Context: an optimization exercise on an open-source flow, tuned for small area and few clock cycles per item. The choices shown serve that exercise and are no tape-out recipe.
Only simulation tests tie the RTL to the original design; equivalence was not proved.

Setup of JK:
==> flow/design.v (excerpt) <==
module reshapeConcatTop
(
    input  logic         clk,
    input  logic         arstN,
    input  logic         start,
    input  logic [31:0]  reg4,
    input  logic [31:0]  reg5,
    input  logic [31:0]  reg6,
    input  logic [31:0]  reg7,
    input  logic [31:0]  reg8,
    input  logic [31:0]  reg9,
    input  logic         inValid,
    input  logic signed [7:0]         inData,
    input  logic         outCredit,
    output logic         inCredit,
    output logic         outValid,
    output logic signed [7:0]         outData,
    output logic         busy,
    output logic         done
);
    logic                            launch;
    logic [1:0]                      rdPtr;
    logic [1:0]                      wrPtr;
    logic                            popEmit;
    logic                            curSrc;
    logic                            adv;
    logic                            s1Valid;
    logic signed [15:0]              zeroPoint1;
    logic signed [15:0]              zeroPoint2;
    logic [23-1:0]  scaleLo1;
    logic [23-1:0]  scaleLo2;
    logic                            magHi1;
    logic                            magHi2;
    logic                            neg1;
    logic                            neg2;
    reshapeInstrLatch u_instrLatch (
        .clk        (clk),
        .launch     (launch),
        .reg6       (reg6),
        .reg7       (reg7),
        .reg8       (reg8),
        .reg9       (reg9),
        .zeroPoint1 (zeroPoint1),
        .zeroPoint2 (zeroPoint2),
        .scaleLo1   (scaleLo1),
        .scaleLo2   (scaleLo2),
        .magHi1     (magHi1),
        .magHi2     (magHi2),
        .neg1       (neg1),
        .neg2       (neg2)
    );
    concatSequencer u_sequencer (
        .clk       (clk),
        .arstN     (arstN),
  ...
Size in the first run: about 210 flip-flops, roughly 0.018 mm^2 of cells after synthesis.
==> flow/config.mk <==
export PLATFORM = sky130hd
export DESIGN_NAME = reshapeConcatTop
export DESIGN_NICKNAME = reshapeConcatTop
export VERILOG_FILES = /design/flow/design.v
export SDC_FILE = /design/flow/constraint.sdc
export NUM_CORES = 4
export LEC_CHECK = 0
export CAP_MARGIN = 20
export CORE_MARGIN = 2
export CORE_UTILIZATION = 40
export SLEW_MARGIN = 20
export SYNTH_HIERARCHICAL = 1
export SYNTH_MINIMUM_KEEP_SIZE = 0
==> flow/constraint.sdc <==
create_clock -name core_clock -period 9.0 [get_ports {clk}]
set_input_delay 1.8000 -clock core_clock [delete_from_list [all_inputs] [get_ports {clk}]]
set_output_delay 1.8000 -clock core_clock [all_outputs]
set_load 0.01 [all_outputs]
standard.sh (not shown) runs the stock make flow with config.mk's settings and CLKGATE_MAP_FILE= SYNTH_SCRIPT=/design/flow/synth_recipe.tcl, a recipe that flattens the netlist after the stock synthesis.
==> flow/flow/run.sh <==
#!/bin/bash
# The standard layout, with the smallest buffer on every input and output port.
set -euo pipefail
bash standard.sh "BUFFER_PORTS_ARGS=-buffer_cell sky130_fd_sc_hd__buf_1" finish > make_finish.log 2>&1
JK did not stop at any stage, and its layout met the timing, design-rule and antenna checks.
Testbench counts of JK, summed over its fixed seeds: cycles 38,898, items 34,023.
For MS, these inputs were changed with respect to JK:
- CTS_BUF_LIST now sky130_fd_sc_hd__clkbuf_8, previously not set
- CORE_UTILIZATION now 65, was 40
- CAP_MARGIN now 0, was 20
- CTS_CLUSTER_SIZE now 20, previously not set
- SLEW_MARGIN now 0, was 20
--- outcome ---
- Compared with JK, wire length in MS decreased by a few percent.
- Diff JK -> MS: data arrival time of the critical path has increased; die area went down; synthesis-to-finish area growth saw a decrease.
- Sequential portion of the cell area came out higher on MS than on JK.
- MS vs JK on worst slew margin relative to its limit: MS is the lower one.
Relative to MS, the following input files were edited for AL:
- swapping 65 for 40 in CORE_UTILIZATION
- swapping 0 for 20 in CAP_MARGIN
- swapping 0 for 20 in SLEW_MARGIN
- clearing CTS_CLUSTER_SIZE, which used to be 20
- clearing CTS_BUF_LIST, which used to be sky130_fd_sc_hd__clkbuf_8
==> flow/run.sh (new file) <==
#!/bin/bash
# synth_recipe.tcl (not shown) runs the flow's synth.tcl, then flattens the netlist and writes it again
# the make line also repeats each setting of config.mk as NAME=value (left out here)
make -C /OpenROAD-flow-scripts/flow DESIGN_CONFIG=/design/flow/config.mk WORK_HOME=/design/flow/orfs CLKGATE_MAP_FILE= SYNTH_SCRIPT=/design/flow/synth_recipe.tcl finish
removed: flow/flow/run.sh
removed: flow/standard.sh
### Flow results
AL went all the way through synthesis, placement and routing and the layout is clean on timing, DRC and antenna. Summary of AL over MS: least setup slack across all paths after layout picked up an extra 0.058 ns. | average cell area after synthesis | MS vs AL | ≈ equal |. AL vs. MS: detailed-placement wirelength estimate went up by about 8%; core box area went up; via count went down 124. Looking at final critical delay including setup and external delays across both flows, AL is the stronger of the two, with MS trailing. On instance area at placement: AL sits above MS. Between MS and AL, remaining max-slew budget at the tightest pin is lower for AL, MS comes in above that. AL: highest net fanout along the worst path higher than MS.
Setup changes, AL to TR
- CORE_UTILIZATION: 40 -> 65
- CAP_MARGIN: 20 -> 0
- SLEW_MARGIN: 20 -> 0
==> flow/flow/run.sh (new file) <==
#!/bin/bash
# The standard layout, with the smallest buffer on every input and output port.
set -euo pipefail
bash standard.sh "BUFFER_PORTS_ARGS=-buffer_cell sky130_fd_sc_hd__buf_1" finish > make_finish.log 2>&1
==> flow/standard.sh (new file) <==
#!/bin/bash
# synth_recipe.tcl (not shown) runs the flow's synth.tcl, then flattens the netlist and writes it again
# the make line also repeats each setting of config.mk as NAME=value (left out here)
make -C /OpenROAD-flow-scripts/flow DESIGN_CONFIG=/design/flow/config.mk WORK_HOME=/design/flow/orfs CLKGATE_MAP_FILE= SYNTH_SCRIPT=/design/flow/synth_recipe.tcl "${@:-finish}"
removed: flow/run.sh
==> summary.txt <==
Delta(count of clock-buffer cells in the layout, TR - AL) < 0. Comparing AL with TR, the post-route clock skew came out essentially unchanged. The detailed route wirelength on metal3 in AL is 1.3 times that in TR. | antenna diode count | lower: TR |. Setup slack of the worst register-to-register path (TR over AL): decrease, 0.08 ns. Lower global-route usage goes to AL over TR. The final reports for TR and AL show depth of the worst register-to-register path lower in the former. Design area went down by a little under 10% going from AL to TR. TR: cell count after placement 247 below AL.


reshapeConcatTop, a different RTL version from the one above (not shown whole).
Size in the first run: roughly 210 flip-flops, roughly 0.018 mm2 of cells after synthesis.
==> flow/config.mk <==
export PLATFORM = sky130hd
export DESIGN_NAME = reshapeConcatTop
export DESIGN_NICKNAME = reshapeConcatTop
export VERILOG_FILES = /design/flow/design.v
export SDC_FILE = /design/flow/constraint.sdc
export NUM_CORES = 4
export LEC_CHECK = 0
export CAP_MARGIN = 0
export CORE_MARGIN = 2
export CORE_UTILIZATION = 75
export CTS_BUF_LIST = sky130_fd_sc_hd__clkbuf_8 sky130_fd_sc_hd__clkbuf_16
export CTS_CLUSTER_DIAMETER = 60
export CTS_CLUSTER_SIZE = 25
export GPL_ROUTABILITY_DRIVEN = 0
export GPL_TIMING_DRIVEN = 0
export SLEW_MARGIN = 0
export SYNTH_HIERARCHICAL = 1
export SYNTH_MINIMUM_KEEP_SIZE = 0
==> flow/constraint.sdc <==
create_clock -name core_clock -period 9.0 [get_ports {clk}]
set_input_delay 1.8000 -clock core_clock [delete_from_list [all_inputs] [get_ports {clk}]]
set_output_delay 1.8000 -clock core_clock [all_outputs]
set_load 0.01 [all_outputs]
==> flow/flow/run.sh <==
#!/bin/bash
# The standard layout, with the smallest buffer on every input and output port.
set -euo pipefail
bash standard.sh "BUFFER_PORTS_ARGS=-buffer_cell sky130_fd_sc_hd__buf_1" finish > make_finish.log 2>&1
The starting point finished clean.
Testbench counts at the start, summed over its fixed seeds: cycles 38,898, items 34,023.
Next try:
- GPL_ROUTABILITY_DRIVEN: 0 -> unset
- GPL_TIMING_DRIVEN: 0 -> unset
Result:
- wire length falls by 5.6%
- non-clock buffer count shrinks by 51
- worst setup slack improved by 100 ps
- synthesized cell count does not change
- design area decreases by 0.70%
- count of clock-buffer cells in the layout rises by 3
- clock skew drops by 5.6 ps
- utilization fell by 0.58 points
- sequential cell count is unchanged
Next try:
- CTS_CLUSTER_DIAMETER: 60 -> 80
- CTS_CLUSTER_SIZE: 25 -> 32
Outcome:
- The new run produced a clean layout
- wire length falls by 0.46%
- cell area is lower by 1.2%
- non-clock buffer count does not change
- cell count fell by 0.54%
- register-to-register slack improves by 60 ps
Next try:
- CORE_UTILIZATION: 75 -> 85
- CTS_CLUSTER_DIAMETER: 80 -> 60
- CTS_CLUSTER_SIZE: 32 -> 25
Outcome: The new run went through all stages and came out clean. Design area came out higher slightly. Maximum frequency increases by a few percent. Via count increases by about a fifth. Critical path depth does not change. Wire length goes up by a quarter to a third.

[port drivers added, routing unchanged]
In the flow no input, the clock included, has a driving cell. The finished layouts below were timed again as built, in two steps. Step 1 (the two cells are an assumption about what drives the block):
set clk [get_ports {clk}]
set_driving_cell -lib_cell sky130_fd_sc_hd__clkbuf_16 $clk
set_driving_cell -lib_cell sky130_fd_sc_hd__buf_2 [delete_from_list [all_inputs] $clk]
Step 2 also shifts input and output timing later by t, the mid clock arrival at the registers, as if the neighbouring blocks saw the same clock. Slacks: ideal ports / drivers / drivers and shift; pairs: ideal ports / drivers.
run	t, ns	slack for setup (ns)	worst data-port slew with drivers (ns)	pins driven straight from the clock port
JK	0.570	0.831 / 0.831 / 0.831	0.09	1
MS	0.553	0.702 / 0.702 / 0.702	0.07	1
AL	0.582	0.759 / 0.759 / 0.759	0.10	1
TR	0.553	0.678 / 0.678 / 0.678	0.07	1
the first run of note 2	0.520	0.433 / 0.433 / 0.433	0.08	1
the second run of note 2	0.525	0.536 / 0.536 / 0.536	0.08	1
the third run of note 2	0.510	0.592 / 0.592 / 0.592	0.08	1
the fourth run of note 2	0.538	0.833 / 0.833 / 0.833	0.10	1
After both steps setup and hold are still met in every run listed.
